What follows belongs to an exercise in optimizing a design on an open flow for small area, a short achievable clock period and few clock cycles per item; a production flow would make more cautious choices.
In this exercise RTL edits were held to simulation tests only and were not proved equivalent to the original.
Power figures rest on the tool's default switching activity, not on a simulated workload. The clock port is modelled as an ideal driver; clocking choices that lean on that would not hold on a real chip.

==> v29: inputs <==
## local_mean_glare_binarizer
module local_mean_glare_binarizer (
  input  logic       clk,
  input  logic       rst_n,
  input  logic       in_valid,
  output logic       in_ready,
  input  logic [7:0] in_pixel,
  output logic       out_valid,
  input  logic       out_ready,
  output logic [5:0] out_row,
  output logic [6:0] out_col,
  output logic       out_is_white,
  output logic       out_frame_last,
  input  logic       cfg_we,
  input  logic       cfg_index,
  input  logic [8:0] cfg_data
);
  localparam int W  = lmgb_pkg::WIDTH;
  localparam int HT = lmgb_pkg::HEIGHT;
  localparam int LS = lmgb_pkg::LS;
  localparam int DW = lmgb_pkg::DW;
  localparam int DF = lmgb_pkg::DF;
  localparam int F  = 10;            
  logic [1:0] wm_r;
  logic [2:0] sel_r;
  logic [8:0] off_r;
  logic [2:0] m;                     
  assign m = {1'b0, sel_r[2] | sel_r[1], sel_r[2] | sel_r[0]};
  always_ff @(posedge clk) begin
    if (!rst_n) begin
      wm_r  <= 2'd1;
      sel_r <= 3'b001;
      off_r <= '0;
    end else if (cfg_we) begin
      if (cfg_index == lmgb_pkg::REG_MARGIN_IDX) begin
        wm_r  <= cfg_data[1:0];
        sel_r <= {cfg_data[1:0] == 2'd3, cfg_data[1:0] == 2'd2, ~cfg_data[1]};
      end else begin
        off_r <= cfg_data;
      end
    end
  end
  logic       rdy_r;
  logic       acc;
  logic [5:0] nrow_r;
  logic [6:0] ncol_r;
  logic       ef;                    
  assign in_ready = rdy_r;
  assign acc      = in_valid & rdy_r;
  assign ef       = (nrow_r >= {2'b0, m, 1'b0}) && (ncol_r >= {3'b0, m, 1'b0});
  always_ff @(posedge clk) begin
    if (!rst_n) begin
      nrow_r <= '0;
      ncol_r <= '0;
    end else if (acc) begin
      ncol_r <= ncol_r + 1'b1;
      if (ncol_r == 7'(W - 1)) nrow_r <= nrow_r + 1'b1;
    end
  end
  logic       v0, e0;
  logic [7:0] p0;
  ...
clock: 10.0 ns
lec_check: 0
cap_margin: 20
core_margin: 2
core_utilization: 60
cts_buf_list: sky130_fd_sc_hd__clkbuf_16
cts_cluster_diameter: 100
cts_cluster_size: 30
place_density: 0.7
slew_margin: 20
synth_memory_max_bits: 16384
standard.sh (not shown) runs the stock make flow with config.mk's settings and CLKGATE_MAP_FILE= SYNTH_SCRIPT=/design/flow/synth_recipe.tcl, a recipe that flattens the netlist after the stock synthesis.
==> flow/flow/run.sh <==
#!/bin/bash
# Own layout flow: the standard ORFS flow (standard.sh: unchanged synthesis, floorplan, power
# grid, placement, CTS and routing), with three settings changed:
#  - timing repair aims for setup slack of 6.8 ns at the 10 ns clock, so that paths are sized for
#    a ~3.2 ns cycle rather than left at whatever speed first meets 10 ns;
#  - ports are buffered with plain buf_4 cells rather than the flow's default choice;
set -euo pipefail
CTS="-sink_clustering_enable -repair_clock_nets -sink_clustering_size 30"
CTS="$CTS -sink_clustering_max_diameter 100 -buf_list sky130_fd_sc_hd__clkbuf_16 -dont_use_dummy_load"
bash standard.sh SETUP_SLACK_MARGIN=6.8 "BUFFER_PORTS_ARGS=-buffer_cell sky130_fd_sc_hd__buf_4" \
  "CTS_ARGS=$CTS" finish > standard_flow.log 2>&1
==> v28: changes against v29 <==
--- a/flow/design.v
+++ b/flow/design.v
@@ -238,29 +238,23 @@
   end
   logic [DW-1:0]     psum;
   logic signed [9:0] x;
   assign psum = dvs_r + dvc_r;
   assign x    = $signed(psum[DW-1:DF]);
-  logic       xle30, xge220;
-  logic [7:0] xlo;
-  assign xle30  = (x <= 10'sd30);
-  assign xge220 = (x >= 10'sd220);
-  assign xlo    = x[7:0];
   logic [7:0] dark;
   for (genvar a = 0; a < 8; a++) begin : g_dark
     localparam int IDX = (a < 4) ? a : a + 1;
     logic [7:0] pv;
     assign pv = b5_r[IDX/3][IDX%3];
     assign dark[a] = (pv < lmgb_pkg::THR_LOW)
-                  || ((pv < lmgb_pkg::THR_HIGH) && (xge220 || (!xle30 && (pv < xlo))));
+                  || ((pv < lmgb_pkg::THR_HIGH) && ($signed({2'b00, pv}) < x));
   end
-  logic [7:0] cen, cm30;
+  logic [7:0] cen;
   logic       wng;
-  assign cen  = b5_r[1][1];
-  assign cm30 = cen - 8'd30;
-  assign wng  = (cen > 8'd250)
-             || ((cen > 8'd60) && (xle30 || (!xge220 && (cm30 > xlo))));
+  assign cen = b5_r[1][1];
+  assign wng = (cen > 8'd250)
+            || ((cen > 8'd60) && ($signed({3'b000, cen}) - 11'sd30 > 11'(x)));
   logic       e5;
   logic [7:0] dark_r;
   logic       glare_r, wng_r;
   always_ff @(posedge clk) begin
     if (!rst_n) e5 <= 1'b0;
@@ -276,25 +270,21 @@
     for (int a = 0; a < 8; a++) ndark = ndark + {3'b0, dark_r[a]};
     white = glare_r ? (ndark < 4'd4) : wng_r;
   end
   logic       q_r [F];
   logic       q0_nxt;
-  logic       wo_r;
   logic [3:0] cnt_r;
   logic       ov_r;
   logic       pop, push;
   assign push = e5;
   assign pop  = ov_r & out_ready;
   always_comb begin
     if (pop) q0_nxt = (push && (cnt_r == 4'd1)) ? white : q_r[1];
     else     q0_nxt = (push && (cnt_r == 4'd0)) ? white : q_r[0];
   end
   always_ff @(posedge clk) begin
-    wo_r <= q0_nxt;
-    if (pop || (push && (cnt_r == 4'd0))) begin
-      q_r[0] <= pop ? ((push && (cnt_r == 4'd1)) ? white : q_r[1]) : white;
-    end
+    q_r[0] <= q0_nxt;
     for (int i = 1; i < F; i++) begin
       if (pop) begin
         if (push && (cnt_r == 4'(i + 1))) q_r[i] <= white;
         else if (i + 1 < F)               q_r[i] <= q_r[(i + 1) % F];
       end else begin
@@ -323,13 +313,13 @@
       if (inc && !pop)      rdy_r <= (tk_r < 4'(F - 1));
       else if (!inc && pop) rdy_r <= (tk_r < 4'(F + 1));
       else                  rdy_r <= (tk_r < 4'(F));
     end
   end
-  logic [5:0] orow_r, orow_o;
-  logic [6:0] ocol_r, ocol_o;
-  logic       olast_r, olast_o;
+  logic [5:0] orow_r;
+  logic [6:0] ocol_r;
+  logic       olast_r;
   logic       idle;
   assign idle = ~(v0 | e1 | e2 | e3 | e4 | e5 | ov_r);
   logic [5:0] f_row, s_row, last_row, n_row;
   logic [6:0] f_col, s_col, last_col, n_col;
   logic       f_last, s_last, n_last;
@@ -365,20 +355,15 @@
       n_col  = ocol_r;
       n_last = olast_r;
     end
   end
   always_ff @(posedge clk) begin
-    orow_o  <= n_row;
-    ocol_o  <= n_col;
-    olast_o <= n_last;
-    if (idle || pop) begin
-      orow_r  <= idle ? f_row : s_row;
-      ocol_r  <= idle ? f_col : s_col;
-      olast_r <= idle ? f_last : s_last;
-    end
+    orow_r  <= n_row;
+    ocol_r  <= n_col;
+    olast_r <= n_last;
   end
   assign out_valid      = ov_r;
-  assign out_is_white   = wo_r;
-  assign out_row        = orow_o;
-  assign out_col        = ocol_o;
-  assign out_frame_last = olast_o;
+  assign out_is_white   = q_r[0];
+  assign out_row        = orow_r;
+  assign out_col        = ocol_r;
+  assign out_frame_last = olast_r;
 endmodule
==> flow/flow/run.sh (replaced) <==
#!/bin/bash
# Own layout flow: the standard ORFS flow (standard.sh: unchanged synthesis, floorplan, power
# grid, placement, CTS and routing), with three settings changed:
#  - timing repair aims for setup slack of 6.5 ns at the 10 ns clock, so that paths are sized for
#    a ~3.5 ns cycle rather than left at whatever speed first meets 10 ns;
#  - ports are buffered with plain buf_4 cells rather than the flow's default choice;
set -euo pipefail
CTS="-sink_clustering_enable -repair_clock_nets -sink_clustering_size 30"
CTS="$CTS -sink_clustering_max_diameter 100 -buf_list sky130_fd_sc_hd__clkbuf_16 -dont_use_dummy_load"
bash standard.sh SETUP_SLACK_MARGIN=6.5 "BUFFER_PORTS_ARGS=-buffer_cell sky130_fd_sc_hd__buf_4" \
  "CTS_ARGS=$CTS" finish > standard_flow.log 2>&1
==> v22: changes against v29 <==
==> flow/flow/run.sh (replaced) <==
#!/bin/bash
# Own layout flow: the standard ORFS flow (standard.sh: unchanged synthesis, floorplan, power
# grid, placement, CTS and routing), with three settings changed:
#  - timing repair aims for setup slack of 6.65 ns at the 10 ns clock, so that paths are sized for
#    a ~3.35 ns cycle rather than left at whatever speed first meets 10 ns;
#  - ports are buffered with plain buf_4 cells rather than the flow's default choice;
set -euo pipefail
CTS="-sink_clustering_enable -repair_clock_nets -sink_clustering_size 30"
CTS="$CTS -sink_clustering_max_diameter 100 -buf_list sky130_fd_sc_hd__clkbuf_16 -dont_use_dummy_load"
bash standard.sh SETUP_SLACK_MARGIN=6.65 "BUFFER_PORTS_ARGS=-buffer_cell sky130_fd_sc_hd__buf_4" \
  "CTS_ARGS=$CTS" finish > standard_flow.log 2>&1
==> comparison <==
In die area, v28 and v22 hardly differ.
Of v28 and v22, v28 has the higher sequential share of layout area (gap 0.12 points).
Power: v29 > v22 > v28.
Synthesized cell count is about the same in v28 and v29.
In v29 the first-iteration DRC count is smaller than in v28, by about 2.2%.
Against v28, the cell count of v22 is higher by about 0.35%.
The highest register-to-register slack belongs to v22, the lowest to v28.
In v29 the routed wire length is larger than in v22, by 1.4%.
Via count: v29 > v22 > v28.
Between v29 and v22, the lower non-clock buffer count is in v22 (gap 64).
==> figures <==
item                                                                          v28         v29         v22
Synth top area share                                                        89.6%       89.5%       89.5%
Combinational Power Share                                                    9.2%        9.9%        9.7%
First-pass GRT wire length                                                 428 mm      444 mm      440 mm
Share of the synthesized netlist area taken by xor and xnor gates          0.535%      0.611%      0.611%
Summed instance area of the synthesized netlist                        213000 um2  214000 um2  214000 um2
Switching pwr                                                            10300 uW    10500 uW    10500 uW
Global-route usage over all layers                                          15.4%       16.1%       15.9%
Synthesized net count                                                        9070        9086        9086
Biggest cell delay along the critical path                                0.53 ns     0.38 ns     0.38 ns
Worst setup endpoint                                               out_frame_last  out_col[0]  out_col[0]
Non-clock buffer instance count of the final layout                           176         256         192
Critical path startpoint                                                  olast_r   ocol_o[0]   ocol_o[0]
Internal power consumption                                               37900 uW    38300 uW    38100 uW
Area added between synthesis and finish                                     7.14%       7.90%       7.32%
Run status                                               timing/DRC/antenna clean  timing/DRC/antenna clean  timing/DRC/antenna clean
Number of antenna violations at the first check in global routing               5          17          15
Insertion delay of the later-clocked pin in the worst-skew pair           0.95 ns     0.92 ns     0.92 ns
Final core occ                                                              64.7%       64.9%       64.5%
Endpoint of the most critical register-to-register path                     wng_r    dvs_r[9]    dvs_r[2]
Clock sink count                                                             6754        6769        6769
Global placement routability congestion                                     0.802       0.818       0.818
Testbench counts of v29, summed over its fixed seeds: cycles 49,236, items 49,152.
Testbench counts of v28, summed over its fixed seeds: cycles 49,236, items 49,152.
Testbench counts of v22, summed over its fixed seeds: cycles 49,236, items 49,152.

==> separate check: timing with driven ports <==
In the flow no input, the clock included, has a driving cell. The finished layouts below were timed again as built, in two steps. Step 1 assumes that a clkbuf_16 drives the clock port and a buf_2 every other input. Step 2, shift: input delay + t, output delay - t, t = (earliest + latest rising clock arrival at the registers) / 2. This alone moves slack from input paths to output paths. Slacks: ideal / step 1 / step 2; pairs: ideal / step 1.
| run | shift t [ns] | setup WS [ns] | worst hold slack (ns) | worst setup path after step 2 | worst register clock-pin slew, ns |
|---|---|---|---|---|---|
| v29 | 0.994 | 6.565 / 6.465 / 5.746 | 0.324 / 0.324 / 0.324 | input to register | 0.11 / 0.11 |
| v28 | 0.984 | 6.412 / 6.313 / 5.942 | 0.315 / 0.315 / 0.315 | input to register | 0.11 / 0.11 |
| v22 | 0.996 | 6.562 / 6.461 / 5.832 | 0.323 / 0.323 / 0.323 | input to register | 0.12 / 0.12 |
After both steps every run listed still meets setup and hold. For v29, which loses most, drivers alone change the setup slack by -0.100 ns; drivers and shift together by -0.819 ns.
